This design comes from an exercise in tuning for small area, a short achievable clock period and few clock cycles on the open sky130 flow, not from production work. Only simulation tests tie the RTL to the original design; equivalence was not proved. Power and IR drop assume default switching activity.

## flow/run.sh

```bash
#!/bin/bash
# synth_recipe.tcl (not shown) runs the flow's synth.tcl, then flattens the netlist and writes it again
# the make line also repeats each setting of config.mk as NAME=value (left out here)
make -C /OpenROAD-flow-scripts/flow DESIGN_CONFIG=/design/flow/config.mk WORK_HOME=/design/flow/orfs CLKGATE_MAP_FILE= SYNTH_SCRIPT=/design/flow/synth_recipe.tcl finish
```

## flow/constraint.sdc

```tcl
create_clock -name core_clock -period 8.0 [get_ports {clk}]
set_input_delay 1.6000 -clock core_clock [delete_from_list [all_inputs] [get_ports {clk}]]
set_output_delay 1.6000 -clock core_clock [all_outputs]
set_load 0.01 [all_outputs]
```

## flow/config.mk

```make
export PLATFORM = sky130hd
export DESIGN_NAME = rv64_alu_core
export DESIGN_NICKNAME = rv64_alu_core
export VERILOG_FILES = /design/flow/design.v
export SDC_FILE = /design/flow/constraint.sdc
export NUM_CORES = 4
export LEC_CHECK = 0
export CAP_MARGIN = 20
export CORE_MARGIN = 2
export CORE_UTILIZATION = 35
export SETUP_SLACK_MARGIN = 4.6
export SLEW_MARGIN = 20
export SYNTH_HIERARCHICAL = 1
```

## flow/design.v

```verilog
package core_pkg;
  typedef struct packed {
    logic sub;        
    logic add;        
    logic wadd;       
    logic slt;
    logic sltu;
    logic lxor;
    logic lor;
    logic land;
    logic shr;        
    logic shr_w;      
    logic shl;        
    logic shl_w;      
    logic sra;        
    logic amt_w;      
  } ex_ctl_t;
endpackage
module rf_aoi222 (
  input  logic a,
  input  logic b,
  input  logic c,
  input  logic d,
  input  logic e,
  input  logic f,
  output logic y
);
  assign y = !((a && b) || (c && d) || (e && f));
endmodule
module cell_mux2i (
  input  logic s,
  input  logic a1,
  input  logic a0,
  output logic y
);
  assign y = !(s ? a1 : a0);
endmodule
module cell_mux2 (
  input  logic s,
  input  logic a1,
  input  logic a0,
  output logic y
);
  assign y = s ? a1 : a0;
endmodule
module cell_nand2 (
  input  logic a,
  input  logic b,
  output logic y
);
  assign y = !(a && b);
endmodule
module cell_nor2 (
  input  logic a,
  input  logic b,
  output logic y
);
  assign y = !(a || b);
endmodule
module cell_xnor2 (
  input  logic a,
  input  logic b,
  output logic y
);
  assign y = !(a ^ b);
endmodule
module cell_majn (
  input  logic a,
  input  logic b,
  input  logic c,
  output logic y
);
  assign y = !((a && b) || (a && c) || (b && c));
endmodule
module cell_and2 (
  input  logic a,
  input  logic b,
  output logic y
);
  assign y = a && b;
endmodule
module cell_aoi22 (
  input  logic a,
  input  logic b,
  input  logic c,
  input  logic d,
  output logic y
);
  assign y = !((a && b) || (c && d));
endmodule
module cell_nand3 (
  input  logic a,
  input  logic b,
  input  logic c,
  output logic y
);
  assign y = !(a && b && c);
endmodule
module cell_nand4 (
  input  logic a,
  input  logic b,
  input  logic c,
  input  logic d,
  output logic y
);
  assign y = !(a && b && c && d);
endmodule
module cell_inv (
  input  logic a,
  output logic y
);
  assign y = !a;
endmodule
module ks_carry64 (
  input  logic [63:0] a,
  input  logic [63:0] b,
  input  logic        cin,
  output logic [63:0] pn,
  output logic [63:0] cn
);
  logic [63:0] g [0:6];    
  logic [63:0] p [0:6];    
  for (genvar i = 0; i < 64; i++) begin : g_l0
    cell_xnor2 u_p (.a(a[i]), .b(b[i]), .y(p[0][i]));
    if (i == 0) begin : g_c
      cell_majn u_g (.a(a[i]), .b(b[i]), .c(cin), .y(g[0][i]));
    end else begin : g_n
      cell_nand2 u_g (.a(a[i]), .b(b[i]), .y(g[0][i]));
    end
  end
  for (genvar l = 1; l <= 6; l++) begin : g_lvl
    localparam int D = 1 << (l - 1);
    for (genvar i = 0; i < 64; i++) begin : g_bit
      if (i < D) begin : g_pass
        assign g[l][i] = !g[l-1][i];
        assign p[l][i] = 1'b0;
      end else if (l % 2 == 1) begin : g_odd
        ks_gp u_g (.ghn(g[l-1][i]), .phn(p[l-1][i]), .gln(g[l-1][i-D]), .g(g[l][i]));
        if (i >= 2 * D) begin : g_p
          cell_nor2 u_p (.a(p[l-1][i]), .b(p[l-1][i-D]), .y(p[l][i]));
        end else begin : g_np
          assign p[l][i] = 1'b0;
        end
      end else begin : g_even
        ks_gn u_g (.gh(g[l-1][i]), .ph(p[l-1][i]), .gl(g[l-1][i-D]), .gn(g[l][i]));
        if (i >= 2 * D) begin : g_p
          cell_nand2 u_p (.a(p[l-1][i]), .b(p[l-1][i-D]), .y(p[l][i]));
        end else begin : g_np
          assign p[l][i] = 1'b1;
        end
      end
    end
  end
  assign pn = p[0];
  assign cn = g[6];
endmodule
module ks_gn (
  input  logic gh,
  input  logic ph,
  input  logic gl,
  output logic gn
);
  assign gn = !(gh || (ph && gl));
endmodule
module ks_gp (
  input  logic ghn,
  input  logic phn,
  input  logic gln,
  output logic g
);
  assign g = !(ghn && (phn || gln));
endmodule
module core_top (
  input  logic        clk,
  input  logic        rst,
  input  logic        fetch_valid,
  input  logic [31:0] fetch_inst,
  input  logic [63:0] fetch_pc,
  output logic        fetch_allowin,
  output logic        retire_valid,
  input  logic        retire_ready,
  output logic [63:0] retire_pc,
  output logic [4:0]  retire_rd,
  output logic        retire_wen,
  output logic [63:0] retire_value,
  output logic        retire_illegal
);
  localparam logic [6:0] OPC_OP_IMM    = 7'h13;
  localparam logic [6:0] OPC_AUIPC     = 7'h17;
  localparam logic [6:0] OPC_OP_IMM_32 = 7'h1b;
  localparam logic [6:0] OPC_OP        = 7'h33;
  localparam logic [6:0] OPC_LUI       = 7'h37;
  localparam logic [6:0] OPC_OP_32     = 7'h3b;
  logic        stall;      
  logic        hz;         
  logic        push, pop;
  logic        m_valid;
  logic [31:0] m_inst;
  logic [63:0] m_pc;
  logic        m_go;       
  logic        allowin;    
  logic        m_valid_next;
  logic        stall_next;
  logic        hz_next;
  assign m_go = !stall && !hz;
  always_comb begin
    allowin = !m_valid || m_go;
  end
  assign m_valid_next = allowin ? fetch_valid : m_valid;
  always_ff @(posedge clk) begin
    if (rst) begin
      m_valid       <= 1'b0;
      fetch_allowin <= 1'b1;
    end else begin
      m_valid       <= m_valid_next;
      fetch_allowin <= !m_valid_next || (!stall_next && !hz_next);
    end
  end
  logic [31:1] s1_r, s2_r;
  logic        f_alu, f_reg;
  assign f_reg = fetch_inst[6:0] == OPC_OP || fetch_inst[6:0] == OPC_OP_32;
  assign f_alu = f_reg || fetch_inst[6:0] == OPC_OP_IMM || fetch_inst[6:0] == OPC_OP_IMM_32;
  always_ff @(posedge clk) begin
    if (allowin) begin
      m_inst <= fetch_inst;
      m_pc   <= fetch_pc;
      for (int i = 1; i < 32; i++) begin
        s1_r[i] <= f_alu && fetch_inst[19:15] == 5'(i);
        s2_r[i] <= f_reg && fetch_inst[24:20] == 5'(i);
      end
    end
  end
  logic [63:0] regs [1:31];
  logic [31:1] vld;
  logic        w_en;
  logic [4:0]  w_rd;
  logic [31:1] w_sel;
  logic [63:0] w_value_lo, w_value_hi;    
  always_comb begin
    for (int i = 1; i < 32; i++) begin
      w_sel[i] = w_en && (w_rd == 5'(i));
    end
  end
  always_ff @(posedge clk) begin
    for (int i = 1; i < 32; i++) begin
      if (w_sel[i]) begin
        regs[i] <= (i < 16) ? w_value_lo : w_value_hi;
      end
    end
  end
  always_ff @(posedge clk) begin
    if (rst) begin
      vld <= '0;
    end else begin
      vld <= vld | w_sel;
    end
  end
  logic [4:0]  rs1_addr, rs2_addr;
  logic [31:1] sel1, sel2;
  logic [63:0] rf_rs1, rf_rs2;
  assign rs1_addr = m_inst[19:15];
  assign rs2_addr = m_inst[24:20];
  logic [31:1] sel1_hi, sel2_hi;
  for (genvar i = 1; i < 32; i++) begin : g_sel
    cell_and2 u_s1l (.a(s1_r[i]), .b(vld[i]), .y(sel1[i]));
    cell_and2 u_s2l (.a(s2_r[i]), .b(vld[i]), .y(sel2[i]));
    cell_and2 u_s1h (.a(s1_r[i]), .b(vld[i]), .y(sel1_hi[i]));
    cell_and2 u_s2h (.a(s2_r[i]), .b(vld[i]), .y(sel2_hi[i]));
  end
  for (genvar b = 0; b < 64; b++) begin : g_rd
    logic [10:0] n1, n2;
    logic [31:1] s1, s2;
    assign s1 = (b < 32) ? sel1 : sel1_hi;
    assign s2 = (b < 32) ? sel2 : sel2_hi;
    for (genvar g = 0; g < 10; g++) begin : g_grp
      rf_aoi222 u_r1 (
        .a (regs[3*g+1][b]), .b (s1[3*g+1]),
        .c (regs[3*g+2][b]), .d (s1[3*g+2]),
        .e (regs[3*g+3][b]), .f (s1[3*g+3]),
        .y (n1[g])
      );
      rf_aoi222 u_r2 (
        .a (regs[3*g+1][b]), .b (s2[3*g+1]),
        .c (regs[3*g+2][b]), .d (s2[3*g+2]),
        .e (regs[3*g+3][b]), .f (s2[3*g+3]),
        .y (n2[g])
      );
    end
    assign n1[10]    = !(regs[31][b] && s1[31]);
    assign n2[10]    = !(regs[31][b] && s2[31]);
    assign rf_rs1[b] = !(&n1);
    assign rf_rs2[b] = !(&n2);
  end
  logic              e_valid;
  core_pkg::ex_ctl_t e_ctl;
  logic              e_legal, e_wen;
  logic [4:0]        e_rd;
  logic [63:0]       e_pc, e_op1, e_op2;
  logic [6:0]  opcode;
  logic [2:0]  f3;
  logic [6:0]  f7;
  logic [4:0]  rd;
  logic        is_op_imm, is_op_imm32, is_op, is_op32, is_lui, is_auipc;
  logic        reg_form, alu_form, word;
  logic        f7_ok_reg, f6_ok_imm, f7_ok_immw, word_f3;
  logic [63:0] imm_i, imm_u;
  core_pkg::ex_ctl_t d_ctl;
  logic        d_legal, d_wen;
  logic        fwd_e1, fwd_e2;       
  logic [63:0] oth1, oth2;           
  assign opcode = m_inst[6:0];
  assign f3     = m_inst[14:12];
  assign f7     = m_inst[31:25];
  assign rd     = m_inst[11:7];
  assign imm_i  = {{52{m_inst[31]}}, m_inst[31:20]};
  assign imm_u  = {{32{m_inst[31]}}, m_inst[31:12], 12'b0};
  assign is_op_imm   = opcode == OPC_OP_IMM;
  assign is_op_imm32 = opcode == OPC_OP_IMM_32;
  assign is_op       = opcode == OPC_OP;
  assign is_op32     = opcode == OPC_OP_32;
  assign is_lui      = opcode == OPC_LUI;
  assign is_auipc    = opcode == OPC_AUIPC;
  assign reg_form    = is_op || is_op32;
  assign alu_form    = reg_form || is_op_imm || is_op_imm32;
  assign word        = is_op32 || is_op_imm32;
  assign f7_ok_reg  = (f7 == 7'h00) || (f7 == 7'h20 && (f3 == 3'd0 || f3 == 3'd5));
  assign f6_ok_imm  = (f3 == 3'd1) ? (m_inst[31:26] == 6'h00) :
                      (f3 == 3'd5) ? (m_inst[31:26] == 6'h00 || m_inst[31:26] == 6'h10) :
                      1'b1;
  assign f7_ok_immw = (f3 == 3'd1) ? (f7 == 7'h00) :
                      (f3 == 3'd5) ? (f7 == 7'h00 || f7 == 7'h20) :
                      1'b1;
  assign word_f3    = (f3 == 3'd0) || (f3 == 3'd1) || (f3 == 3'd5);
  always_comb begin
    case (1'b1)
      is_op_imm:   d_legal = f6_ok_imm;
      is_op_imm32: d_legal = word_f3 && f7_ok_immw;
      is_op:       d_legal = f7_ok_reg;
      is_op32:     d_legal = f7_ok_reg && word_f3;
      is_lui:      d_legal = 1'b1;
      is_auipc:    d_legal = 1'b1;
      default:     d_legal = 1'b0;
    endcase
  end
  assign d_wen = d_legal && (rd != 5'd0);
  always_comb begin
    d_ctl       = '0;
    d_ctl.sub   = alu_form && ((f3 == 3'd0 && reg_form && m_inst[30]) ||
                               f3 == 3'd2 || f3 == 3'd3);
    d_ctl.add   = !alu_form || f3 == 3'd0;
    d_ctl.wadd  = word && f3 == 3'd0;
    d_ctl.slt   = alu_form && f3 == 3'd2;
    d_ctl.sltu  = alu_form && f3 == 3'd3;
    d_ctl.lxor  = alu_form && f3 == 3'd4;
    d_ctl.lor   = alu_form && f3 == 3'd6;
    d_ctl.land  = alu_form && f3 == 3'd7;
    d_ctl.shr   = alu_form && !word && f3 == 3'd5;
    d_ctl.shr_w = word && f3 == 3'd5;
    d_ctl.shl   = alu_form && !word && f3 == 3'd1;
    d_ctl.shl_w = word && f3 == 3'd1;
    d_ctl.sra   = alu_form && f3 == 3'd5 && m_inst[30];
    d_ctl.amt_w = word;
  end
  logic [63:0] d_sh;         
  logic [5:0]  d_amt;        
  always_comb begin
    logic [63:0] imm;
    for (int i = 0; i < 64; i++) begin
      oth1[i] = (is_auipc && m_pc[i]) || rf_rs1[i];
    end
    imm  = alu_form ? imm_i : imm_u;
    oth2 = (rf_rs2 | (imm & {64{!reg_form}})) ^ {64{d_ctl.sub}};
    for (int i = 0; i < 64; i++) begin
      if (d_ctl.shl || d_ctl.shl_w) begin
        d_sh[i] = rf_rs1[63-i];
      end else if (d_ctl.shr_w) begin
        d_sh[i] = (i >= 32) && rf_rs1[(i+32)%64];
      end else begin
        d_sh[i] = rf_rs1[i];
      end
    end
    d_amt = reg_form ? rf_rs2[5:0] : m_inst[25:20];
    if (word) begin
      d_amt[5] = d_ctl.shr_w;
    end
  end
  logic d_sh_r, d_sh_l, d_sh_lw, d_sh_fill;
  assign d_sh_r    = d_ctl.shr || d_ctl.shr_w;
  assign d_sh_l    = d_ctl.shl || d_ctl.shl_w;
  assign d_sh_lw   = d_ctl.shl_w;
  assign d_sh_fill = d_ctl.sra || (d_ctl.shr_w && d_amt[4:0] == 5'd0);
  assign fwd_e1 = alu_form && e_valid && e_wen && e_rd == rs1_addr;
  assign fwd_e2 = reg_form && e_valid && e_wen && e_rd == rs2_addr;
  logic        f_shift;
  logic [4:0]  x_rd;         
  logic        x_wen;
  assign f_shift = (fetch_inst[6:0] == OPC_OP || fetch_inst[6:0] == OPC_OP_IMM ||
                    fetch_inst[6:0] == OPC_OP_32 || fetch_inst[6:0] == OPC_OP_IMM_32) &&
                   fetch_inst[13:12] == 2'b01;
  always_comb begin
    if (m_valid) begin
      x_rd  = rd;
      x_wen = d_wen;
    end else begin
      x_rd  = e_rd;
      x_wen = stall && e_valid && e_wen;
    end
    if (!allowin) begin
      hz_next = stall && hz;
    end else begin
      hz_next = fetch_valid && f_shift && x_wen &&
                (x_rd == fetch_inst[19:15] || (f_reg && x_rd == fetch_inst[24:20]));
    end
  end
  always_ff @(posedge clk) begin
    if (rst) begin
      hz <= 1'b0;
    end else begin
      hz <= hz_next;
    end
  end
  logic [63:0] e_sh;                 
  logic [5:0]  e_amt, e_amt_n;       
  logic [5:0]  e_amt_s, e_amt_sn;    
  logic        e_sh_r, e_sh_l, e_sh_lw, e_sh_fill;
  logic [63:0] pn, cn;               
  logic [63:0] seln;                 
  logic [63:0] x1, x0;               
  logic [63:0] lg;
  logic [63:0] sh;
  logic        fill;
  ks_carry64 u_add (
    .a   (e_op1),
    .b   (e_op2),
    .cin (e_ctl.sub),
    .pn  (pn),
    .cn  (cn)
  );
  always_comb begin
    seln[0] = e_ctl.sltu ? cn[63] : e_ctl.slt ? cn[62] : !e_ctl.sub;
  end
  for (genvar i = 1; i < 32; i++) begin : g_sel_lo
    assign seln[i] = cn[i-1];
  end
  for (genvar i = 32; i < 64; i++) begin : g_sel_hi
    cell_mux2 u_s (.s(e_ctl.wadd), .a1(cn[30]), .a0(cn[i-1]), .y(seln[i]));
  end
  assign fill = e_sh_fill && e_sh[63];
  logic [63:0] shl_in [0:6];
  logic [3:0]  sh32_b;                 
  assign shl_in[0] = e_sh;
  for (genvar k = 0; k < 6; k++) begin : g_sh
    localparam int D = 1 << k;
    for (genvar i = 0; i < 64; i++) begin : g_b
      logic hi;
      assign hi = (i + D < 64) ? shl_in[k][(i + D) % 64] : ((k % 2 == 0) ? fill : !fill);
      if (i < 16) begin : g_q0
        cell_mux2i u_m (.s(e_amt[k]), .a1(hi), .a0(shl_in[k][i]), .y(shl_in[k+1][i]));
      end else if (i < 32) begin : g_q1
        cell_mux2i u_m (.s(e_amt_n[k]), .a1(shl_in[k][i]), .a0(hi), .y(shl_in[k+1][i]));
      end else if (i < 48) begin : g_q2
        cell_mux2i u_m (.s(e_amt_s[k]), .a1(hi), .a0(shl_in[k][i]), .y(shl_in[k+1][i]));
      end else begin : g_q3
        cell_mux2i u_m (.s(e_amt_sn[k]), .a1(shl_in[k][i]), .a0(hi), .y(shl_in[k+1][i]));
      end
      if (k == 5 && i == 32) begin : g_b32
        for (genvar c = 0; c < 4; c++) begin : g_c
          cell_mux2i u_m2 (.s(e_amt_s[k]), .a1(hi), .a0(shl_in[k][i]), .y(sh32_b[c]));
        end
      end
    end
  end
  assign sh = shl_in[6];
  logic [63:0] shn;                    
  logic [63:0] e1n, e0n;               
  always_comb begin
    lg = ({64{e_ctl.lxor}} & (e_op1 ^ e_op2)) |
         ({64{e_ctl.lor}}  & (e_op1 | e_op2)) |
         ({64{e_ctl.land}} & (e_op1 & e_op2));
    for (int i = 1; i < 64; i++) begin
      logic ps;
      ps     = (i >= 32 && e_ctl.wadd) ? !pn[31] : !pn[i];
      e1n[i] = !((e_ctl.add & !ps) | lg[i]);
      e0n[i] = !((e_ctl.add & ps) | lg[i]);
    end
    e1n[0] = !((e_ctl.add & pn[0]) | (e_ctl.slt & pn[63] & e_op1[63]) | lg[0]);
    e0n[0] = !((e_ctl.add & !pn[0]) | e_ctl.sltu | (e_ctl.slt & (!pn[63] | e_op1[63])) |
               lg[0]);
  end
  for (genvar i = 0; i < 64; i++) begin : g_x
    if (i < 32) begin : g_lo
      cell_aoi22 u_t (.a(e_sh_r), .b(sh[i]), .c(e_sh_l), .d(sh[63-i]), .y(shn[i]));
      cell_nand2 u_x1 (.a(e1n[i]), .b(shn[i]), .y(x1[i]));
      cell_nand2 u_x0 (.a(e0n[i]), .b(shn[i]), .y(x0[i]));
    end else begin : g_hi
      logic swn;
      cell_aoi22 u_t (.a(e_sh_r), .b(sh[i]), .c(e_sh_l && !e_sh_lw), .d(sh[63-i]), .y(shn[i]));
      cell_nand2 u_w (.a(e_sh_lw), .b(sh32_b[(i - 32) / 8]), .y(swn));
      cell_nand3 u_x1 (.a(e1n[i]), .b(shn[i]), .c(swn), .y(x1[i]));
      cell_nand3 u_x0 (.a(e0n[i]), .b(shn[i]), .c(swn), .y(x0[i]));
    end
  end
  logic [63:0] e_result_n;
  logic [63:0] d_op1, d_op2;
  for (genvar i = 0; i < 64; i++) begin : g_fin
    logic a1n, a0n, b1n, b0n;
    cell_mux2i u_r  (.s(seln[i]), .a1(x0[i]), .a0(x1[i]), .y(e_result_n[i]));
    cell_inv   u_w0 (.a(e_result_n[i]), .y(w_value_lo[i]));
    cell_inv   u_w1 (.a(e_result_n[i]), .y(w_value_hi[i]));
    cell_mux2i u_a1 (.s(fwd_e1), .a1(x1[i]), .a0(oth1[i]), .y(a1n));
    cell_mux2i u_a0 (.s(fwd_e1), .a1(x0[i]), .a0(oth1[i]), .y(a0n));
    cell_mux2i u_a  (.s(seln[i]), .a1(a0n), .a0(a1n), .y(d_op1[i]));
    cell_mux2i u_b1 (.s(fwd_e2), .a1(x1[i] ^ d_ctl.sub), .a0(oth2[i]), .y(b1n));
    cell_mux2i u_b0 (.s(fwd_e2), .a1(x0[i] ^ d_ctl.sub), .a0(oth2[i]), .y(b0n));
    cell_mux2i u_b  (.s(seln[i]), .a1(b0n), .a0(b1n), .y(d_op2[i]));
  end
  always_ff @(posedge clk) begin
    if (rst) begin
      e_valid <= 1'b0;
    end else if (!stall) begin
      e_valid <= m_valid && !hz;
    end
  end
  always_ff @(posedge clk) begin
    if (!stall) begin
      e_ctl   <= d_ctl;
      e_legal <= d_legal;
      e_wen   <= d_wen;
      e_rd    <= rd;
      e_pc    <= m_pc;
      e_op1   <= d_op1;
      e_op2   <= d_op2;
      e_sh      <= d_sh;
      e_amt     <= d_amt;
      e_amt_n   <= ~d_amt;
      e_amt_s   <= d_amt & {6{d_sh_r || d_sh_l}};
      e_amt_sn  <= ~(d_amt & {6{d_sh_r || d_sh_l}});
      e_sh_r    <= d_sh_r;
      e_sh_l    <= d_sh_l;
      e_sh_lw   <= d_sh_lw;
      e_sh_fill <= d_sh_fill;
    end
  end
  logic        q_v1;       
  logic [63:0] q1_pc;
  logic [4:0]  q1_rd;
  logic        q1_wen, q1_ill;
  logic        q0_load, q1_load;
  assign push = e_valid && !stall;
  assign pop  = retire_valid && retire_ready;
  assign q0_load = pop || !retire_valid;
  assign q1_load = push && (pop ? q_v1 : retire_valid);
  always_ff @(posedge clk) begin
    if (rst) begin
      retire_valid <= 1'b0;
      q_v1         <= 1'b0;
      stall        <= 1'b0;
    end else begin
      retire_valid <= stall_next || q_v1 || push || (retire_valid && !pop);
      q_v1         <= stall_next;
      stall        <= stall_next;
    end
  end
  assign stall_next = (retire_valid && q_v1 && !pop) ||
                      (push && (pop ? q_v1 : retire_valid));
  logic [63:0] q0_pc_d, q0_value_d;
  logic [4:0]  q0_rd_d;
  logic        q0_wen_d, q0_ill_d;
  logic [63:0] q1_value_n;           
  logic q0_from_q1, q0_from_e, q0_hold;
  assign q0_from_q1 = q0_load && q_v1;
  assign q0_from_e  = q0_load && !q_v1;
  assign q0_hold    = !q0_load;
  for (genvar i = 0; i < 64; i++) begin : g_q0
    rf_aoi222 u_v (.a(q0_from_q1), .b(q1_value_n[i]), .c(q0_from_e), .d(e_result_n[i]),
                   .e(q0_hold), .f(!retire_value[i]), .y(q0_value_d[i]));
    cell_mux2  u_p (.s(q0_load), .a1(q_v1 ? q1_pc[i] : e_pc[i]), .a0(retire_pc[i]),
                    .y(q0_pc_d[i]));
  end
  for (genvar i = 0; i < 5; i++) begin : g_q0rd
    cell_mux2 u_r (.s(q0_load), .a1(q_v1 ? q1_rd[i] : e_rd[i]), .a0(retire_rd[i]),
                   .y(q0_rd_d[i]));
  end
  cell_mux2 u_q0w (.s(q0_load), .a1(q_v1 ? q1_wen : e_wen), .a0(retire_wen), .y(q0_wen_d));
  cell_mux2 u_q0i (.s(q0_load), .a1(q_v1 ? q1_ill : !e_legal), .a0(retire_illegal),
                   .y(q0_ill_d));
  always_ff @(posedge clk) begin
    retire_pc      <= q0_pc_d;
    retire_rd      <= q0_rd_d;
    retire_wen     <= q0_wen_d;
    retire_illegal <= q0_ill_d;
    retire_value   <= q0_value_d;
    if (q1_load) begin
      q1_pc      <= e_pc;
      q1_rd      <= e_rd;
      q1_wen     <= e_wen;
      q1_ill     <= !e_legal;
      q1_value_n <= e_result_n;
    end
  end
  assign w_en = e_valid && e_wen;
  assign w_rd = e_rd;
endmodule
module rv64_alu_core (
  input  logic        clk,
  input  logic        rst,
  input  logic        fetch_valid,
  input  logic [31:0] fetch_inst,
  input  logic [63:0] fetch_pc,
  output logic        fetch_allowin,
  output logic        retire_valid,
  input  logic        retire_ready,
  output logic [63:0] retire_pc,
  output logic [4:0]  retire_rd,
  output logic        retire_wen,
  output logic [63:0] retire_value,
  output logic        retire_illegal
);
  core_top u_core (
    .clk            (clk),
    .rst            (rst),
    .fetch_valid    (fetch_valid),
    .fetch_inst     (fetch_inst),
    .fetch_pc       (fetch_pc),
    .fetch_allowin  (fetch_allowin),
    .retire_valid   (retire_valid),
    .retire_ready   (retire_ready),
    .retire_pc      (retire_pc),
    .retire_rd      (retire_rd),
    .retire_wen     (retire_wen),
    .retire_value   (retire_value),
    .retire_illegal (retire_illegal)
  );
endmodule
```

==> results of run 1 <==
timing repair:
item	CTS	global route
gates resized for setup	842	588
pin swaps	102	86
gates cloned	62	30
buffers inserted	377	173
endpoints found under the setup margin	3081	2512
hold buffers	0	0
kinds of logic after synthesis:
kind of cell | after synthesis | share of synthesized area
fa+ha+maj | 128 | 0.0128
flops | 2748 | 0.645
xor+xnor | 276 | 0.0193
buf+inv | 573 | 0.0180
compound gates | 2279 | 0.160
simple gates | 1581 | 0.0592
mux | 1015 | 0.0859
per-module statistics from Yosys (local to each module, per instance), excerpt:
| module | copies in the design | flip-flops and latches | cells inside | cell area, um^2 |
|---|---|---|---|---|
| ks_carry64 | 1 | 0 | 48 | 240 |
| cell_nand2 | 267 | 0 | 1 | 3.75 |
| cell_nand3 | 64 | 0 | 1 | 5.00 |
| cell_xnor2 | 64 | 0 | 1 | 8.76 |
| ks_gp | 171 | 0 | 1 | 5.00 |
| cell_and2 | 124 | 0 | 1 | 6.26 |
| cell_majn | 1 | 0 | 2 | 12.5 |
| cell_mux2i | 836 | 0 | 1 | 10.0 |
| cell_inv | 128 | 0 | 1 | 3.75 |
synth_stat cells, drive strengths merged (2+ instances only):
master	number
edfxtp	2576
a222oi	1344
mux2i	841
nand2	627
inv	405
a21oi	311
nor2	308
o21ai	305
nand4	261
mux2	174
dfxtp	172
xor2	161
nand3	129
ha	128
a22oi	127
and2	124
xnor2	115
clkbuf	101
buf	66
a2111oi	65
nand2b	43
nor4	40
a31oi	34
a21o	33
a2111o	32
nor3	20
nor2b	7
o21ba	7
nand3b	6
o21a	6
o211ai	5
and3	3
o31ai	3
or3	3
a21boi	2
nand4b	2
nor3b	2
nor4b	2
or2	2
or4	2
worst min-delay path by stage:
stage / slack (ns) / to / start
after global placement: 0.43 / u_core.q1_pc[13] / u_core.e_pc[13]
after floorplan: 0.42 / u_core.q1_pc[0] / u_core.e_pc[0]
after detailed placement: 0.43 / u_core.q1_pc[39] / u_core.e_pc[39]
after CTS: 0.39 / u_core.retire_value[33] / u_core.q1_value_n[33]
final: 0.40 / u_core.retire_value[33] / u_core.q1_value_n[33]
after global routing: 0.41 / u_core.retire_value[33] / u_core.q1_value_n[33]
through the flow:
step	hold WS [ns]	cell area, um^2	util	worst slack, ns
5_1_grt	0.415	159000	0.446	4.32
6_report	0.402	159000	0.446	4.35
4_1_cts	0.386	154000	0.434	4.36
2_1_floorplan	0.422	125000	-	0.118
3_3_place_gp	0.429	137000	0.384	2.68
3_5_place_dp	0.431	137000	0.384	2.59
final cells by class:
| type | instances | area, um^2 | area share |
|---|---|---|---|
| timing repair inverter | 67 | 500 | 0.00315 |
| timing repair buffer | 1119 | 11700 | 0.0735 |
| antenna | 31 | 77.6 | 0.000489 |
| sequential | 2748 | 80900 | 0.509 |
| clock buffer | 382 | 8120 | 0.0511 |
| inverter | 406 | 2030 | 0.0128 |
| clock inverter | 175 | 2040 | 0.0129 |
| tap | 4751 | 5940 | 0.0374 |
| multi-input combinational | 5284 | 47500 | 0.299 |
critical path: cells and delay by family, from the launching register on:
| family | cells | cell delay [ns] |
|---|---|---|
| buffers and inverters | 8 | 1.32 |
| AND/OR/NAND/NOR | 1 | 0.11 |
| AO/OA/AOI/OAI | 1 | 0.12 |
| multiplexers | 7 | 1.36 |
| flip-flops | 1 | 0.44 |
routing by layer:
| metal | track usage | part of all wire | vias to the layer above | routed length (um) |
|---|---|---|---|---|
| met1 | 0.364 | 0.32 | 51700 | 197000 |
| met3 | 0.142 | 0.16 | 2790 | 99900 |
| met5 | 0.0115 | 0.0020 | - | 1210 |
| met2 | 0.456 | 0.41 | 10400 | 252000 |
| li1 | - | - | 39600 | - |
| met4 | 0.246 | 0.094 | 52 | 57100 |
report_power, final:
part / leakage [nW] / switching, mW / total, mW / internal, mW
Clock: 4.93 / 6.16 / 14.5 / 8.34
Sequential: 26.3 / 0.188 / 16.1 / 15.9
Combinational: 24.7 / 1.07 / 1.80 / 0.733
layout by cell type (no fill, tap or decap), types with 63 or more instances in the layout:
cell type / count
nor2_1: 241
clkdlybuf4s50_1: 98
mux2i_2: 112
clkinvlp_4: 204
xor2_1: 151
buf_12: 135
o21ai_0: 93
and2_2: 97
a222oi_1: 1344
buf_6: 158
a21oi_2: 118
mux2_4: 104
clkbuf_16: 315
a21oi_1: 161
a22oi_2: 64
inv_1: 266
ha_1: 128
nand3_1: 79
mux2i_4: 91
edfxtp_1: 2576
o21ai_1: 175
xnor2_1: 66
nand2_1: 560
a22oi_1: 63
mux2_2: 70
nand4_1: 261
mux2i_1: 638
dlygate4sd2_1: 136
buf_4: 547
dfxtp_1: 143
==> results.json, run 1 <==
{
  "outcome": "complete, no violations",
  "clk_pin_slew_worst_paths_ns": 0.06,
  "end_kind": "register",
  "tightestPinTransition_ns": 1.34,
  "track_usage": 0.316,
  "ys_warn_count": 78,
  "antenna_found_initial": 43,
  "initial_utilization": 0.352,
  "drtIter0Drc": 26800,
  "reg2reg_slack_ns": 4.35,
  "crit_required_ns": 8.69,
  "synth-edff-count": 2576,
  "drt_first_pass_iters": 15,
  "drt-wirelength-per-cell_um": 40.6,
  "finalNetCount": 10200,
  "setup_viol": 0,
  "synthFlopType": "edfxtp_1",
  "rsz0062_at_grt": "yes",
  "tns_ns": 0,
  "die_w_um": 602,
  "arrival_ns": 4.34,
  "reg2reg_from": "u_core.e_amt_s[0]",
  "relSlewSlack": 0.109,
  "grt_pass1_vias": 98800,
  "cp_slowest_cell": "edfxtp_1",
  "cts.htree.levels": 5,
  "crit_chain": "buf_6 -> buf_6 -> mux2i_4 -> mux2i_4 -> mux2i_2 -> buf_4 -> mux2i_4 -> mux2i_2 -> mux2i_1 -> buf_4 -> a22oi_2 -> buf_6 -> nand3_4 -> mux2i_4 -> buf_12 -> clkinvlp_4 -> buf_6",
  "cp_max_fo": 16,
  "wl_um": 607000,
  "gp_congestion": 0.994,
  "hold_class": "register to register",
  "yosysTopAreaCellShare": 0.618,
  "r2r_cells": 17,
  "largest_reg_flops": 1984,
  "syn_inst": 8600,
  "synth_area_per_cell_um2": 14.6,
  "post-route-min-period_ns": 3.65,
  "io_pins": 237,
  "critPathLaunchType": "register",
  "clk_root_buffer_cell": "clkbuf_16",
  "slowest_delay_ns": 0.44,
  "critical_path_class": "register to register",
  "finalMaxSlewViolations": 0,
  "port_buffers": 236,
  "synthArstFlopShare": 0,
  "final_cells": 15000,
  "reg2reg_to": "u_core.regs[20][50]",
  "top_register": "u_core.regs",
  "ctsLongestPathBuffers": 4,
  "seq_area_frac_synth": 0.645,
  "syn_nets": 8828,
  "nFillCells": 31200,
  "cts-buffers-inserted": 305,
  "hold-path-cell-count": 1,
  "grt_pass1_wl_um": 798000,
  "synth_area_leader_cell": "edfxtp_1",
  "synth.cell_area_um2": 125000,
  "endpoint": "u_core.regs[20][50]",
  "yosysUniqueCellTypes": 58,
  "postRouteAntennaNets": 0,
  "hold_violations": 0,
  "post-route-drc-count": 0,
  "power_density_nw_per_um2": 204,
  "dieArea_um2": 363000,
  "synthTopCellsByArea": "edfxtp_1 (62%), a222oi_1 (11%), mux2i_1 (6.7%)",
  "p_leak_nw": 55.9,
  "cts.sinks": 2748,
  "drt-vias-per-instance": 6.99,
  "rows": 219,
  "finalClockSkew_ns": 0.0676,
  "max_freq_mhz": 274,
  "syn2layout_area_growth_pct": 26.8,
  "grt_max_degree": 133,
  "core_area_um2": 356000,
  "die_y_um": 602,
  "placed_cells": 13700,
  "startpoint": "u_core.e_amt_s[0]",
  "tritoncts": "yes",
  "clk_latency_ns": 0.99,
  "post-dp-hpwl_um": 351000,
  "ir_worst_vdd_uv": 176,
  "maxCapViolCount": 0,
  "vias": 105000,
  "final_layout_size_suffix_gt1_frac": 0.263,
  "synth.ff_latch_count": 2748,
  "grt_overflow": 0,
  "fin_crit_sh": 0.457,
  "total_power_mw": 32.4
}
Testbench counts, summed over its fixed seeds: cycles 24,539.
==> run 2, diff against run 1 <==
--- a/flow/config.mk
+++ b/flow/config.mk
@@ -8,6 +8,6 @@
 export CAP_MARGIN = 20
 export CORE_MARGIN = 2
 export CORE_UTILIZATION = 35
-export SETUP_SLACK_MARGIN = 4.6
+export SETUP_SLACK_MARGIN = 4.4
 export SLEW_MARGIN = 20
 export SYNTH_HIERARCHICAL = 1
==> results.json, run 2 <==
{
  "outcome": "complete, no violations",
  "finalMaxSlewViolations": 0,
  "io_pins": 237,
  "synth_area_per_cell_um2": 14.6,
  "synth_fa_ha_area_frac": 0.0128,
  "top_register": "u_core.regs",
  "gp_congestion": 0.984,
  "track_usage": 0.307,
  "critical_path_class": "register to register",
  "synthFlopType": "edfxtp_1",
  "maxCapViolCount": 0,
  "synth_area_leader_cell": "edfxtp_1",
  "power_density_nw_per_um2": 206,
  "initial_utilization": 0.352,
  "yosysUniqueCellTypes": 58,
  "synthMuxAreaShare": 0.0859,
  "rsz0062_at_grt": "yes",
  "ctsLongestPathBuffers": 4,
  "startpoint": "u_core.e_rd[1]",
  "rows": 219,
  "post-dp-hpwl_um": 346000,
  "grt_overflow": 0,
  "setup_viol": 0,
  "dieArea_um2": 363000,
  "drt_first_pass_iters": 17,
  "yosysTopAreaCellShare": 0.618,
  "synth-xor-area-share": 0.0193,
  "synth-edff-count": 2576,
  "max_freq_mhz": 269,
  "finalClockSkew_ns": 0.0935,
  "drt-wirelength-per-cell_um": 40.1,
  "critPathLaunchType": "register",
  "synthArstFlopShare": 0,
  "post-route-drc-count": 0,
  "drtIter0Drc": 26000,
  "wl_um": 588000,
  "vias": 101000,
  "ir_worst_vdd_uv": 168,
  "postRouteAntennaNets": 0,
  "finalNetCount": 9888,
  "final_layout_size_suffix_gt1_frac": 0.222,
  "synth_top_family_by_area": "compound AO/OA/AOI/OAI gates",
  "yosysMostFrequentCell": "edfxtp_1",
  "end_kind": "register",
  "tightestPinTransition_ns": 1.31,
  "final_common_cell": "edfxtp_1",
  "r2r_cells": 3,
  "synth_simple_gate_area_frac": 0.0592,
  "tritoncts": "yes",
  "die_y_um": 602,
  "ys_warn_count": 78,
  "synth.ff_latch_count": 2748,
  "syn_nets": 8828,
  "wl_met3_um": 91800,
  "post-route-min-period_ns": 3.72,
  "synthTopCellsByArea": "edfxtp_1 (62%), a222oi_1 (11%), mux2i_1 (6.7%)",
  "clk_pin_slew_worst_paths_ns": 0.06,
  "dr_wl_met2_um": 250000,
  "most-common-layout-cells": "edfxtp_1 (2576), a222oi_1 (1344), mux2i_1 (720)",
  "hold_class": "register to register",
  "seq_area_frac_synth": 0.645,
  "clk_root_buffer_cell": "clkbuf_16",
  "hold_violations": 0,
  "total_power_mw": 31.7,
  "min_from": "u_core.q1_value_n[49]",
  "cp_max_fo": 33,
  "core_area_um2": 356000,
  "synth.cell_area_um2": 125000,
  "die_w_um": 602,
  "cts.htree.levels": 5,
  "syn2layout_area_growth_pct": 22.7,
  "clk_latency_ns": 0.97,
  "relSlewSlack": 0.122,
  "cts-buffers-inserted": 305,
  "crit_required_ns": 8.51,
  "wl_met1_um": 192000,
  "fin_crit_sh": 0.465,
  "grt_max_degree": 130,
  "largest_reg_flops": 1984,
  "p_leak_nw": 53.9,
  "synthTopCellsByCount": "edfxtp_1 (2576), a222oi_1 (1344), mux2i_1 (841), nand2_1 (627), inv_1 (403)",
  "top_layer_used": "met5",
  "syn_inst": 8600,
  "drt-vias-per-instance": 6.91,
  "arrival_ns": 4.23,
  "grt_pass1_vias": 97700,
  "tns_ns": 0,
  "cts.sinks": 2748,
  "port_buffers": 236,
  "synth_compound_area_frac": 0.160,
  "antenna_found_initial": 28,
  "grt_pass1_wl_um": 778000,
  "hold-path-cell-count": 1,
  "reg2reg_from": "u_core.e_rd[1]"
}
[run 2: changes by cell type in the layout (fill, tap and decap cells not counted), moves of 38 or more]
cell / change
nand2_1: +45
mux2i_2: -53
clkinvlp_4: -38
clkdlybuf4s50_1: +120
buf_4: -85
buf_6: -103
dlygate4sd2_1: -123
mux2i_1: +82
[run 2: cell type report]
cell class / count / area (um^2)
Fill cell: 31800 / 202000
Sequential cell: 2748 / 80800
Multi-Input combinational cell: 5282 / 46200
Timing Repair Buffer: 863 / 8680
Clock buffer: 384 / 8200
Tap cell: 4751 / 5940
Inverter: 406 / 1910
Clock inverter: 164 / 1530
Timing Repair inverter: 54 / 398
Antenna cell: 16 / 40.0
[run 2: logic make-up after synthesis]
| logic type | after synthesis |
|---|---|
| fa+ha+maj | 128 |
| mux | 1015 |
| simple gates | 1581 |
| xor+xnor | 276 |
| buf+inv | 573 |
| flops | 2748 |
| compound gates | 2279 |
[run 2: where the power goes]
part           leakage [nW]  internal [mW]  switching (mW)
sequential             26.3           15.9           0.185
combinational          22.9          0.631           0.994
clock                  4.73           7.97            6.01
total                  53.9           24.5            7.19
[run 2: modules after synthesis, one instance, submodules excluded, excerpt]
| module | flip-flops and latches | cell area, um^2 |
|---|---|---|
| cell_mux2 | 0 | 15.0 |
| cell_aoi22 | 0 | 12.5 |
| ks_gp | 0 | 5.00 |
| cell_mux2i | 0 | 10.0 |
| cell_xnor2 | 0 | 8.76 |
| cell_and2 | 0 | 6.26 |
| core_top | 2748 | 95000 |
| cell_nand2 | 0 | 3.75 |
| cell_nor2 | 0 | 3.75 |
| cell_nand3 | 0 | 5.00 |
| ks_carry64 | 0 | 240 |
| cell_inv | 0 | 3.75 |
| cell_majn | 0 | 12.5 |
[run 2: through the flow]
stage / area (um^2) / utilization / worst slack (ns) / instances / hold slack (ns)
2_1_floorplan: 125000 / - / 0.119 / 8600 / 0.422
3_3_place_gp: 136000 / 0.383 / 2.64 / 13700 / 0.428
3_5_place_dp: 137000 / 0.384 / 2.61 / 13700 / 0.431
4_1_cts: 150000 / 0.422 / 4.05 / 14500 / 0.419
5_1_grt: 154000 / 0.432 / 4.23 / 14700 / 0.447
6_report: 154000 / 0.432 / 4.28 / 14700 / 0.417
[run 2: per-layer routing]
layer / up-vias / global-route usage
li1: 39100 / -
met1: 50200 / 0.349
met2: 9569 / 0.462
met3: 2459 / 0.127
met4: 28 / 0.224
met5: - / 0.00277
[run 2: critical path, stage by stage, from the launching register on]
cell and delay [ns]:
edfxtp_1 0.87, nand3b_1 0.47, nor2_4 1.06, buf_4 0.84
[run 2: repair_timing]
item                        CTS  global route
cloned                       10            52
buffers inserted            176           124
resized for setup           326           441
setup endpoints to repair  2607          2145
hold buffers                  0             0
pin swaps                    47            53
[run 2: final timing paths]
check / end / slack, ns
setup / recovery: u_core.regs[26][46] / 4.28
hold / removal: u_core.retire_value[49] / 0.42
setup reg to reg: u_core.regs[26][46] / 4.28
hold reg to reg: u_core.retire_value[49] / 0.42
==> run 3, diff against run 2 <==
--- a/flow/config.mk
+++ b/flow/config.mk
@@ -8,6 +8,6 @@
 export CAP_MARGIN = 20
 export CORE_MARGIN = 2
 export CORE_UTILIZATION = 35
-export SETUP_SLACK_MARGIN = 4.4
+export SETUP_SLACK_MARGIN = 4.2
 export SLEW_MARGIN = 20
 export SYNTH_HIERARCHICAL = 1
==> results.json, run 3 <==
{
  "critPathLaunchType": "register",
  "end_kind": "register",
  "synth-xor-area-share": 0.0193,
  "nFillCells": 32000,
  "drt_first_pass_iters": 15,
  "tritoncts": "yes",
  "fin_area_um2": 150000,
  "cts.sinks": 2748,
  "synth.cell_area_um2": 125000,
  "multi_input_area_um2": 44900,
  "place_ws_ns": 2.61,
  "grt_pass1_vias": 97200,
  "max_freq_mhz": 250,
  "rsz0062_at_grt": "yes",
  "syn_nets": 8828,
  "post-route-drc-count": 0,
  "grt_pass1_wl_um": 774000,
  "ir_worst_vdd_uv": 170,
  "final_layout_size_suffix_gt1_frac": 0.183,
  "drt-wirelength-per-cell_um": 40.1,
  "power_density_nw_per_um2": 210,
  "reg2reg_slack_ns": 4.01,
  "synthTopCellsByArea": "edfxtp_1 (62%), a222oi_1 (11%), mux2i_1 (6.7%)",
  "synth_top_family_by_area": "compound AO/OA/AOI/OAI gates",
  "arrival_ns": 4.68,
  "startpoint": "u_core.s2_r[8]",
  "finalClockSkew_ns": 0.0867,
  "grt_max_degree": 130,
  "track_usage": 0.305,
  "initial_utilization": 0.352,
  "yosysTopAreaCellShare": 0.618,
  "gp_congestion": 0.984,
  "tns_ns": 0,
  "core_area_um2": 356000,
  "die_y_um": 602,
  "reg2reg_from": "u_core.s2_r[8]",
  "layout_setup_ws_ns": 4.01,
  "critical_path_class": "register to register",
  "synth.ff_latch_count": 2748,
  "cts-buffers-inserted": 305,
  "synth-edff-count": 2576,
  "placed_cells": 13700,
  "crit_chain": "and2_2 -> buf_4 -> buf_4 -> a222oi_1 -> nand4_1 -> a2111oi_4 -> nand2_1 -> xor2_1 -> mux2i_1 -> mux2i_1",
  "maxCapViolCount": 0,
  "rows": 219,
  "ctsLongestPathBuffers": 4,
  "finalNetCount": 9718,
  "ys_warn_count": 78,
  "synthTopCellsByCount": "edfxtp_1 (2576), a222oi_1 (1344), mux2i_1 (841), nand2_1 (627), inv_1 (403)",
  "largest_reg_flops": 1984,
  "synth_area_per_cell_um2": 14.6,
  "synthFlopType": "edfxtp_1",
  "ff_latch_area_um2": 80800,
  "setup_viol": 0,
  "syn_inst": 8600,
  "synthArstFlopShare": 0,
  "tightestPinTransition_ns": 1.30,
  "r2r_cells": 10,
  "port_buffers": 236,
  "endpoint": "u_core.e_op2[30]",
  "dieArea_um2": 363000,
  "final_cells": 14500,
  "synth_simple_gate_area_frac": 0.0592,
  "io_pins": 237,
  "syn2layout_area_growth_pct": 20.1,
  "drtIter0Drc": 25200,
  "vias": 100000,
  "seq_area_frac_synth": 0.645,
  "reg2reg_to": "u_core.e_op2[30]",
  "cp_slowest_cell": "a2111oi_4",
  "top_register": "u_core.regs",
  "final_common_cell": "edfxtp_1",
  "slowest_delay_ns": 0.71,
  "cp_max_fo": 14,
  "synth_compound_area_frac": 0.160,
  "yosysMostFrequentCell": "edfxtp_1",
  "hold_class": "register to register",
  "post-route-min-period_ns": 3.99,
  "synth_area_leader_cell": "edfxtp_1",
  "hold_violations": 0,
  "grt_overflow": 0,
  "utilization": 0.423,
  "clk_latency_ns": 0.97,
  "wl_um": 581000,
  "yosysUniqueCellTypes": 58,
  "most-common-layout-cells": "edfxtp_1 (2576), a222oi_1 (1344), mux2i_1 (777)",
  "min_from": "u_core.q1_value_n[49]",
  "clk_root_buffer_cell": "clkbuf_16",
  "cts.htree.levels": 5,
  "postRouteAntennaNets": 0,
  "placed_cell_area_um2": 137000,
  "fin_crit_sh": 0.499,
  "die_w_um": 602,
  "outcome": "complete, no violations",
  "crit_required_ns": 8.69,
  "p_leak_nw": 53.2,
  "relSlewSlack": 0.127,
  "drt-vias-per-instance": 6.90,
  "synthMuxAreaShare": 0.0859,
  "antenna_found_initial": 27,
  "finalMaxSlewViolations": 0,
  "post-dp-hpwl_um": 346000,
  "clk_pin_slew_worst_paths_ns": 0.07,
  "synth_fa_ha_area_frac": 0.0128
}
[run 3: worst min-delay path by stage]
stage	endpoint	slack [ns]	depth (start not counted)
after detailed placement	u_core.q1_pc[10]	0.43	0
after CTS	u_core.retire_value[49]	0.43	1
after global placement	u_core.q1_pc[58]	0.43	0
final	u_core.retire_value[49]	0.43	1
after floorplan	u_core.q1_pc[0]	0.42	0
after global routing	u_core.q1_pc[20]	0.45	0
[run 3: cells by family (layout without fill, tap and decap cells)]
kind of cell	Yosys count	in the layout
DFF	2748	2748
AOI/OAI and AO/OA	2279	2279
buffers and inverters	573	1702
adders and majority gates	128	128
other	0	17
xor gates and xnor gates	276	276
and+or+nand+nor	1581	1583
muxes	1015	1015
[run 3: through the flow]
step                hold WS [ns]  power, mW
floorplan                  0.422       17.0
global placement           0.428       17.6
detailed placement         0.431       17.6
CTS                        0.427       31.5
global route               0.448       32.2
finish                     0.433       31.6
[run 3: where the power goes]
group / leakage [nW] / switching (mW) / internal, mW
logic: 22.2 / 0.935 / 0.566
clock network: 4.73 / 6.02 / 7.97
registers: 26.3 / 0.181 / 15.9
[run 3: per-module statistics from Yosys, one instance, submodules excluded, excerpt]
module | flops+latches | times used | cells inside | cell area [um^2]
ks_carry64 | 0 | 1 | 48 | 240
cell_mux2i | 0 | 836 | 1 | 10.0
ks_gp | 0 | 171 | 1 | 5.00
core_top | 2748 | 1 | 5085 | 95000
rf_aoi222 | 0 | 1344 | 1 | 10.0
cell_and2 | 0 | 124 | 1 | 6.26
cell_nand3 | 0 | 64 | 1 | 5.00
cell_inv | 0 | 128 | 1 | 3.75
cell_nor2 | 0 | 150 | 1 | 3.75
cell_nand2 | 0 | 267 | 1 | 3.75
ks_gn | 0 | 150 | 1 | 8.76
cell_aoi22 | 0 | 64 | 1 | 12.5
cell_mux2 | 0 | 103 | 1 | 15.0
[run 3: critical path, delay by kind of cell, from the launching register on]
kind,cells,cell delay [ns]
compound gates,2,1.15
xor+xnor,1,0.25
buf+inv,2,0.60
flops,1,0.41
mux,2,0.29
simple gates,3,0.97
[run 3: per-layer routing]
layer	vias up	track usage	share of wire
met5	-	0.00727	0.0012
met4	22	0.223	0.088
li1	38700	-	-
met3	2365	0.126	0.16
met1	49600	0.349	0.33
met2	9444	0.459	0.43
[run 3: final cells by class]
cell class | count | area share
multi-input combinational | 5281 | 0.298
antenna | 17 | 0.000283
timing repair buffer | 732 | 0.0480
sequential | 2748 | 0.537
tap | 4751 | 0.0395
inverter | 406 | 0.0114
timing repair inverter | 16 | 0.000798
clock buffer | 384 | 0.0545
clock inverter | 164 | 0.0102
[run 3: what timing repair did]
item | 4_1_cts | 5_1_grt
setup endpoints to repair | 2331 | 2001
hold endpoints to repair | 0 | 0
pin swaps | 40 | 13
cloned | 3 | 17
hold buffers | 0 | 0
gates resized for setup | 184 | 148
setup buffers | 132 | 42
==> run 4, diff against run 3 <==
--- a/flow/design.v
+++ b/flow/design.v
@@ -111,6 +111,14 @@
 );
   assign y = !a;
 endmodule
+module cell_and3 (
+  input  logic a,
+  input  logic b,
+  input  logic c,
+  output logic y
+);
+  assign y = a && b && c;
+endmodule
 module ks_carry64 (
   input  logic [63:0] a,
   input  logic [63:0] b,
@@ -235,7 +243,7 @@
   logic        w_en;
   logic [4:0]  w_rd;
   logic [31:1] w_sel;
-  logic [63:0] w_value_lo, w_value_hi;    
+  logic [63:0] w_value [4];              
   always_comb begin
     for (int i = 1; i < 32; i++) begin
       w_sel[i] = w_en && (w_rd == 5'(i));
@@ -244,7 +252,7 @@
   always_ff @(posedge clk) begin
     for (int i = 1; i < 32; i++) begin
       if (w_sel[i]) begin
-        regs[i] <= (i < 16) ? w_value_lo : w_value_hi;
+        regs[i] <= w_value[i / 8];
       end
     end
   end
@@ -487,31 +495,42 @@
     e0n[0] = !((e_ctl.add & !pn[0]) | e_ctl.sltu | (e_ctl.slt & (!pn[63] | e_op1[63])) |
                lg[0]);
   end
+  logic [63:0] x1n, x0n;               
   for (genvar i = 0; i < 64; i++) begin : g_x
     if (i < 32) begin : g_lo
       cell_aoi22 u_t (.a(e_sh_r), .b(sh[i]), .c(e_sh_l), .d(sh[63-i]), .y(shn[i]));
       cell_nand2 u_x1 (.a(e1n[i]), .b(shn[i]), .y(x1[i]));
       cell_nand2 u_x0 (.a(e0n[i]), .b(shn[i]), .y(x0[i]));
+      cell_and2  u_y1 (.a(e1n[i]), .b(shn[i]), .y(x1n[i]));
+      cell_and2  u_y0 (.a(e0n[i]), .b(shn[i]), .y(x0n[i]));
     end else begin : g_hi
       logic swn;
       cell_aoi22 u_t (.a(e_sh_r), .b(sh[i]), .c(e_sh_l && !e_sh_lw), .d(sh[63-i]), .y(shn[i]));
       cell_nand2 u_w (.a(e_sh_lw), .b(sh32_b[(i - 32) / 8]), .y(swn));
       cell_nand3 u_x1 (.a(e1n[i]), .b(shn[i]), .c(swn), .y(x1[i]));
       cell_nand3 u_x0 (.a(e0n[i]), .b(shn[i]), .c(swn), .y(x0[i]));
+      cell_and3  u_y1 (.a(e1n[i]), .b(shn[i]), .c(swn), .y(x1n[i]));
+      cell_and3  u_y0 (.a(e0n[i]), .b(shn[i]), .c(swn), .y(x0n[i]));
     end
   end
   logic [63:0] e_result_n;
   logic [63:0] d_op1, d_op2;
+  logic        fwd_add, fwd_sub;     
+  assign fwd_add = fwd_e2 && !d_ctl.sub;
+  assign fwd_sub = fwd_e2 && d_ctl.sub;
   for (genvar i = 0; i < 64; i++) begin : g_fin
     logic a1n, a0n, b1n, b0n;
     cell_mux2i u_r  (.s(seln[i]), .a1(x0[i]), .a0(x1[i]), .y(e_result_n[i]));
-    cell_inv   u_w0 (.a(e_result_n[i]), .y(w_value_lo[i]));
-    cell_inv   u_w1 (.a(e_result_n[i]), .y(w_value_hi[i]));
+    for (genvar c = 0; c < 4; c++) begin : g_w
+      cell_mux2 u_w (.s(seln[i]), .a1(x0[i]), .a0(x1[i]), .y(w_value[c][i]));
+    end
     cell_mux2i u_a1 (.s(fwd_e1), .a1(x1[i]), .a0(oth1[i]), .y(a1n));
     cell_mux2i u_a0 (.s(fwd_e1), .a1(x0[i]), .a0(oth1[i]), .y(a0n));
     cell_mux2i u_a  (.s(seln[i]), .a1(a0n), .a0(a1n), .y(d_op1[i]));
-    cell_mux2i u_b1 (.s(fwd_e2), .a1(x1[i] ^ d_ctl.sub), .a0(oth2[i]), .y(b1n));
-    cell_mux2i u_b0 (.s(fwd_e2), .a1(x0[i] ^ d_ctl.sub), .a0(oth2[i]), .y(b0n));
+    rf_aoi222 u_b1 (.a(fwd_add), .b(x1[i]), .c(fwd_sub), .d(x1n[i]), .e(!fwd_e2), .f(oth2[i]),
+                    .y(b1n));
+    rf_aoi222 u_b0 (.a(fwd_add), .b(x0[i]), .c(fwd_sub), .d(x0n[i]), .e(!fwd_e2), .f(oth2[i]),
+                    .y(b0n));
     cell_mux2i u_b  (.s(seln[i]), .a1(b0n), .a0(b1n), .y(d_op2[i]));
   end
   always_ff @(posedge clk) begin
--- a/flow/config.mk
+++ b/flow/config.mk
@@ -8,6 +8,6 @@
 export CAP_MARGIN = 20
 export CORE_MARGIN = 2
 export CORE_UTILIZATION = 35
-export SETUP_SLACK_MARGIN = 4.2
+export SETUP_SLACK_MARGIN = 4.6
 export SLEW_MARGIN = 20
 export SYNTH_HIERARCHICAL = 1
==> results.json, run 4 <==
{
  "synth_fa_ha_area_frac": 0.0125,
  "cts-buffers-inserted": 293,
  "min_to": "u_core.retire_value[3]",
  "die_w_um": 610,
  "core_area_um2": 365000,
  "end_kind": "register",
  "rows": 222,
  "synth-xor-area-share": 0.0101,
  "final_layout_size_suffix_gt1_frac": 0.253,
  "antenna_found_initial": 90,
  "wl_um": 689000,
  "reg2reg_from": "u_core.vld[13]",
  "p_leak_nw": 56.5,
  "synthMuxAreaShare": 0.104,
  "hold-path-cell-count": 1,
  "maxCapViolCount": 0,
  "io_pins": 237,
  "critical_path_class": "register to register",
  "reg2reg_to": "u_core.e_sh_fill",
  "post-dp-hpwl_um": 432000,
  "yosysMostFrequentCell": "edfxtp_1",
  "tns_ns": 0,
  "netSwitchingPower_mw": 7.11,
  "syn2layout_area_growth_pct": 22.8,
  "critPathLaunchType": "register",
  "die_y_um": 610,
  "power.share.switching": 0.227,
  "synthArstFlopShare": 0,
  "nFillCells": 32600,
  "r2r_cells": 8,
  "drt_first_pass_iters": 19,
  "power_frac_seq": 0.515,
  "tightestPinTransition_ns": 1.28,
  "synth.cell_area_um2": 128000,
  "gp_congestion": 1.09,
  "fin_crit_sh": 0.457,
  "initial_utilization": 0.351,
  "grt_pass1_vias": 102000,
  "grt_max_degree": 160,
  "cts.sinks": 2748,
  "max_freq_mhz": 273,
  "multi_input_area_um2": 51000,
  "finalNetCount": 10100,
  "synth_top_family_by_area": "compound AO/OA/AOI/OAI gates",
  "clk_pin_slew_worst_paths_ns": 0.06,
  "synth_area_leader_cell": "edfxtp_1",
  "post-route-min-period_ns": 3.66,
  "clk_root_buffer_cell": "clkbuf_16",
  "min_from": "u_core.q1_value_n[3]",
  "synth_compound_area_frac": 0.162,
  "synthFlopType": "edfxtp_1",
  "final_common_cell": "edfxtp_1",
  "hold_violations": 0,
  "synthTopCellsByArea": "edfxtp_1 (60%), a222oi_1 (11%), mux2i_1 (5.6%)",
  "yosysTopAreaCellShare": 0.603,
  "ir_worst_vdd_uv": 211,
  "fin_hold_ws_ns": 0.402,
  "cp_max_fo": 32,
  "setup_viol": 0,
  "ys_warn_count": 79,
  "syn_inst": 8748,
  "largest_reg_flops": 1984,
  "grt_pass1_wl_um": 889000,
  "synth.ff_latch_count": 2748,
  "drtIter0Drc": 30600,
  "vias": 111000,
  "port_buffers": 236,
  "yosysUniqueCellTypes": 72,
  "finalMaxSlewViolations": 0,
  "finalClockSkew_ns": 0.0656,
  "rsz0062_at_grt": "yes",
  "synth_area_per_cell_um2": 14.7,
  "cts.htree.levels": 5,
  "intPower_mw": 24.2,
  "arrival_ns": 4.28,
  "postRouteAntennaNets": 0,
  "hold_class": "register to register",
  "track_usage": 0.351,
  "seq_area_frac_synth": 0.629,
  "grt_overflow": 0,
  "top_register": "u_core.regs",
  "clk_latency_ns": 0.93,
  "dieArea_um2": 372000,
  "synth-edff-count": 2576,
  "pwr-share-clk": 0.434,
  "ff_latch_area_um2": 80900,
  "reg2reg_slack_ns": 4.34,
  "drt-wirelength-per-cell_um": 46.0,
  "synthTopCellsByCount": "edfxtp_1 (2576), a222oi_1 (1472), mux2i_1 (717), nand2_1 (672), mux2_4 (359)",
  "ctsLongestPathBuffers": 4,
  "drt-vias-per-instance": 7.44,
  "outcome": "complete, no violations",
  "tritoncts": "yes",
  "p_comb_frac": 0.051,
  "crit_required_ns": 8.63,
  "most-common-layout-cells": "edfxtp_1 (2576), a222oi_1 (1472), nand2_1 (570)",
  "synth_simple_gate_area_frac": 0.0677,
  "post-route-drc-count": 0,
  "syn_nets": 8976,
  "power_density_nw_per_um2": 199,
  "relSlewSlack": 0.148
}
[run 4: changes by cell type in the layout (fill, tap and decap cells not counted), sizes merged, moves of 64 or more]
cell	previous run	this run
mux2i	841	717
xor2	161	23
buf	492	691
inv	368	287
dlygate4sd2	1	127
a222oi	1344	1472
and3	3	71
clkinvlp	81	17
clkdlybuf4s50	234	103
mux2	174	430
and2	124	189
diode	17	88
[run 4: timing repair]
item,in CTS,in global routing
setup buffers,226,129
resized for setup,602,473
gates cloned,9,1
hold buffers,0,0
setup endpoints to repair,3099,2080
pin swaps,109,184
hold endpoints to repair,0,0
[run 4: worst max-delay path, stage by stage (launching register included)]
cell and delay, ns:
dfxtp_1 0.45, and2_4 0.89, a222oi_1 0.28, nand4_1 0.21
a2111oi_2 0.06, buf_4 0.21, mux2i_2 0.68, nor4_1 0.14
a32o_2 0.39
[run 4: how the worst max path moves through the flow]
stage,start,to,slack (ns),cells past startpoint
final,u_core.vld[13],u_core.e_sh_fill,4.34,8
after global routing,u_core.e_amt_s[0],u_core.e_op2[5],4.37,16
after CTS,u_core.e_amt_s[0],u_core.e_op2[49],4.46,16
after detailed placement,retire_ready,u_core.retire_value[37],2.88,6
after global placement,retire_ready,u_core.retire_value[47],2.86,6
after floorplan,u_core.stall,u_core.retire_value[0],0.12,4
[run 4: power by group through the flow]
| stage | Sequential [mW] | Combinational, mW | Clock, mW |
|---|---|---|---|
| after CTS | 16.1 | 1.44 | 13.5 |
| after global placement | 16.4 | 1.33 | 0 |
| after detailed placement | 16.4 | 1.37 | 0 |
| after global routing | 16.1 | 1.66 | 14.1 |
| after floorplan | 16.3 | 0.798 | 0 |
| final | 16.1 | 1.60 | 13.6 |
[run 4: per-layer routing]
metal | up-vias | part of all wire | track usage
li1 | 40500 | - | -
met1 | 55100 | 0.33 | 0.420
met2 | 12400 | 0.39 | 0.478
met3 | 3180 | 0.18 | 0.162
met4 | 61 | 0.10 | 0.292
met5 | - | 0.0011 | 0.00323
[run 4: kinds of logic after synthesis]
| kind of cell | after synthesis |
|---|---|
| XOR/XNOR | 148 |
| multiplexers | 1147 |
| AND/OR/NAND/NOR | 1794 |
| flip-flops | 2748 |
| buffers and inverters | 433 |
| AO/OA/AOI/OAI | 2350 |
| adder cells (fa/ha/maj) | 128 |
[run 4: layout make-up]
class | instances | share of cell area
flip-flops and latches | 2748 | 0.513
multi-input cells | 5573 | 0.324
repair buffers | 933 | 0.0582
clock buffers | 377 | 0.0504
well taps | 4816 | 0.0382
clock inverters | 139 | 0.00821
inverters | 280 | 0.00689
diodes | 88 | 0.00140
[run 4: per-stage QoR]
stage / utilization / cell area, um^2 / worst slack, ns / std cells / total power, mW
floorplan: - / 129000 / 0.122 / 8748 / 17.1
global placement: 0.383 / 140000 / 2.86 / 14000 / 17.7
detailed placement: 0.383 / 140000 / 2.88 / 14000 / 17.8
CTS: 0.422 / 154000 / 4.46 / 14700 / 31.1
global route: 0.431 / 157000 / 4.37 / 14900 / 31.8
finish: 0.432 / 158000 / 4.34 / 15000 / 31.3
[run 4: modules after synthesis (local to each module, per instance), excerpt]
module / area (um^2) / cells
ks_gp: 5.00 / 1
cell_and2: 6.26 / 1
cell_nand3: 5.00 / 1
cell_aoi22: 12.5 / 1
cell_xnor2: 8.76 / 1
cell_majn: 12.5 / 2
cell_and3: 6.26 / 1
ks_carry64: 240 / 48
ks_gn: 8.76 / 1
cell_mux2: 15.0 / 1
core_top: 93900 / 4977
cell_nor2: 3.75 / 1
cell_nand2: 3.75 / 1
cell_mux2i: 10.0 / 1
Testbench counts of run 4, summed over its fixed seeds: cycles 24,539.
==> run 5, diff against run 4 <==
--- a/flow/config.mk
+++ b/flow/config.mk
@@ -8,6 +8,6 @@
 export CAP_MARGIN = 20
 export CORE_MARGIN = 2
 export CORE_UTILIZATION = 35
-export SETUP_SLACK_MARGIN = 4.6
+export SETUP_SLACK_MARGIN = 4.4
 export SLEW_MARGIN = 20
 export SYNTH_HIERARCHICAL = 1
==> results.json, run 5 <==
{
  "cp_slowest_cell": "a222oi_1",
  "drt-vias-per-instance": 7.43,
  "rows": 222,
  "reg2reg_slack_ns": 4.13,
  "wl_um": 699000,
  "rsz0062_at_grt": "yes",
  "synth.ff_latch_count": 2748,
  "cp_max_fo": 19,
  "startpoint": "u_core.s1_r[10]",
  "track_usage": 0.358,
  "placed_cells": 14000,
  "port_buffers": 236,
  "ys_warn_count": 79,
  "clk_latency_ns": 0.92,
  "synth-xor-area-share": 0.0101,
  "tightestPinTransition_ns": 1.31,
  "ctsLongestPathBuffers": 4,
  "final_layout_size_suffix_gt1_frac": 0.226,
  "finalClockSkew_ns": 0.0733,
  "io_pins": 237,
  "max_freq_mhz": 258,
  "grt_max_degree": 159,
  "p_leak_nw": 55.2,
  "yosysUniqueCellTypes": 72,
  "synthFlopType": "edfxtp_1",
  "nFillCells": 32800,
  "dieArea_um2": 372000,
  "critPathLaunchType": "register",
  "most-common-layout-cells": "edfxtp_1 (2576), a222oi_1 (1472), nand2_1 (619)",
  "die_w_um": 610,
  "largest_reg_flops": 1984,
  "hold_violations": 0,
  "cts.sinks": 2748,
  "initial_utilization": 0.351,
  "antenna_found_initial": 60,
  "power_density_nw_per_um2": 203,
  "finalNetCount": 9922,
  "syn_nets": 8976,
  "arrival_ns": 4.48,
  "grt_pass1_wl_um": 903000,
  "core_area_um2": 365000,
  "post-dp-hpwl_um": 443000,
  "top_register": "u_core.regs",
  "gp_congestion": 1.08,
  "setup_viol": 0,
  "relSlewSlack": 0.127,
  "die_y_um": 610,
  "post-route-min-period_ns": 3.87,
  "maxCapViolCount": 0,
  "reg2reg_from": "u_core.s1_r[10]",
  "syn_inst": 8748,
  "yosysMostFrequentCell": "edfxtp_1",
  "synthTopCellsByCount": "edfxtp_1 (2576), a222oi_1 (1472), mux2i_1 (717), nand2_1 (672), mux2_4 (359)",
  "yosysTopAreaCellShare": 0.603,
  "post-route-drc-count": 0,
  "synth_fa_ha_area_frac": 0.0125,
  "end_kind": "register",
  "grt_overflow": 0,
  "drt_first_pass_iters": 17,
  "vias": 110000,
  "drt-wirelength-per-cell_um": 47.2,
  "tns_ns": 0,
  "fin_crit_sh": 0.484,
  "slowest_delay_ns": 0.60,
  "clk_pin_slew_worst_paths_ns": 0.06,
  "synth-edff-count": 2576,
  "critical_path_class": "register to register",
  "cts.htree.levels": 5,
  "synth_compound_area_frac": 0.162,
  "postCtsHoldBufs": 0,
  "drtIter0Drc": 32600,
  "finalMaxSlewViolations": 0,
  "seq_area_frac_synth": 0.629,
  "postRouteAntennaNets": 0,
  "synthTopCellsByArea": "edfxtp_1 (60%), a222oi_1 (11%), mux2i_1 (5.6%)",
  "outcome": "complete, no violations",
  "synth_area_per_cell_um2": 14.7,
  "final_cells": 14800,
  "hold_class": "register to register",
  "synth_simple_gate_area_frac": 0.0677,
  "min_from": "u_core.e_pc[32]",
  "synthMuxAreaShare": 0.104,
  "crit_chain": "and2_2 -> buf_4 -> a222oi_1 -> nand4_1 -> a2111oi_4 -> buf_4 -> nand2_1 -> mux2i_1 -> mux2i_1",
  "ir_worst_vdd_uv": 181,
  "syn2layout_area_growth_pct": 20.7,
  "cts-buffers-inserted": 295,
  "synthArstFlopShare": 0,
  "synth.cell_area_um2": 128000,
  "tritoncts": "yes",
  "grt_pass1_vias": 102000,
  "crit_required_ns": 8.61,
  "synth_top_family_by_area": "compound AO/OA/AOI/OAI gates",
  "synth_area_leader_cell": "edfxtp_1",
  "clk_root_buffer_cell": "clkbuf_16",
  "final_common_cell": "edfxtp_1"
}
-- run 5: cell counts after synthesis --
Identical to the previous run, type by type.
-- run 5: worst max-delay path, delay by kind of cell, from the launching register on --
| family | cells | cell delay, ns |
|---|---|---|
| buffers and inverters | 2 | 0.76 |
| and+or+nand+nor | 3 | 1.00 |
| muxes | 2 | 0.28 |
| DFF | 1 | 0.40 |
| AOI/OAI and AO/OA | 2 | 1.04 |
-- run 5: per-layer routing --
layer  GRT usage  vias up  share of wire
li1            -    40200              -
met1       0.430    54400           0.33
met2       0.489    12200           0.39
met3       0.159     3054           0.17
met4       0.302       46           0.10
met5     0.00181        -        0.00057
-- run 5: final timing paths --
| path | cells past startpoint | to |
|---|---|---|
| min | 0 | u_core.q1_pc[32] |
| max reg2reg | 9 | u_core.e_op1[13] |
| max | 9 | u_core.e_op1[13] |
| min reg2reg | 0 | u_core.q1_pc[32] |
-- run 5: cell families after synthesis --
family	Yosys count
xor+xnor	148
fa+ha+maj	128
flops	2748
buf+inv	433
compound gates	2350
simple gates	1794
mux	1147
-- run 5: final cells by class --
class,instances,area (um^2),area share
well taps,4816,6030,0.0389
repair buffers,796,7860,0.0507
diodes,55,138,0.000888
multi-input cells,5573,49500,0.320
inverters,280,1080,0.00694
clock buffers,391,8040,0.0519
clock inverters,142,1460,0.00939
flip-flops and latches,2748,80800,0.522
-- run 5: power by group --
group | switching, mW | internal, mW | total [mW]
Sequential | 0.183 | 15.9 | 16.1
Combinational | 0.916 | 0.623 | 1.54
Clock | 6.03 | 7.84 | 13.9
Total | 7.13 | 24.4 | 31.5
-- run 5: per-module statistics from Yosys, one instance, submodules excluded, excerpt --
module	cells inside	cell area, um^2
core_top	4977	93900
cell_and3	1	6.26
rf_aoi222	1	10.0
ks_gn	1	8.76
cell_nand3	1	5.00
cell_and2	1	6.26
cell_aoi22	1	12.5
-- run 5: repair_timing --
item                       4_1_cts  5_1_grt
pin swaps                       79       86
setup endpoints to repair     2679     1550
gates resized for setup        273      312
cloned                           9        1
hold endpoints to repair         0        0
buffers inserted               123       66
-- run 5: per-stage QoR --
stage          power, mW  setup slack (ns)  utilization  hold WS (ns)  instance area [um^2]
4_1_cts             31.3              4.13        0.418         0.435                153000
5_1_grt             32.1              4.27        0.424         0.449                155000
6_report            31.5              4.13        0.424         0.443                155000
3_5_place_dp        17.8              3.12        0.384         0.432                140000
2_1_floorplan       17.1             0.122            -         0.422                129000
3_3_place_gp        17.7              3.07        0.383         0.428                140000

Re-timed with assumed drivers on the ports (clkbuf_16 on the clock, buf_2 on other inputs), run 5 has 4.131 ns of setup slack against 4.131 ns with ideal ports, and 3.356 ns once port delays also move by the mid clock arrival of 1.002 ns.
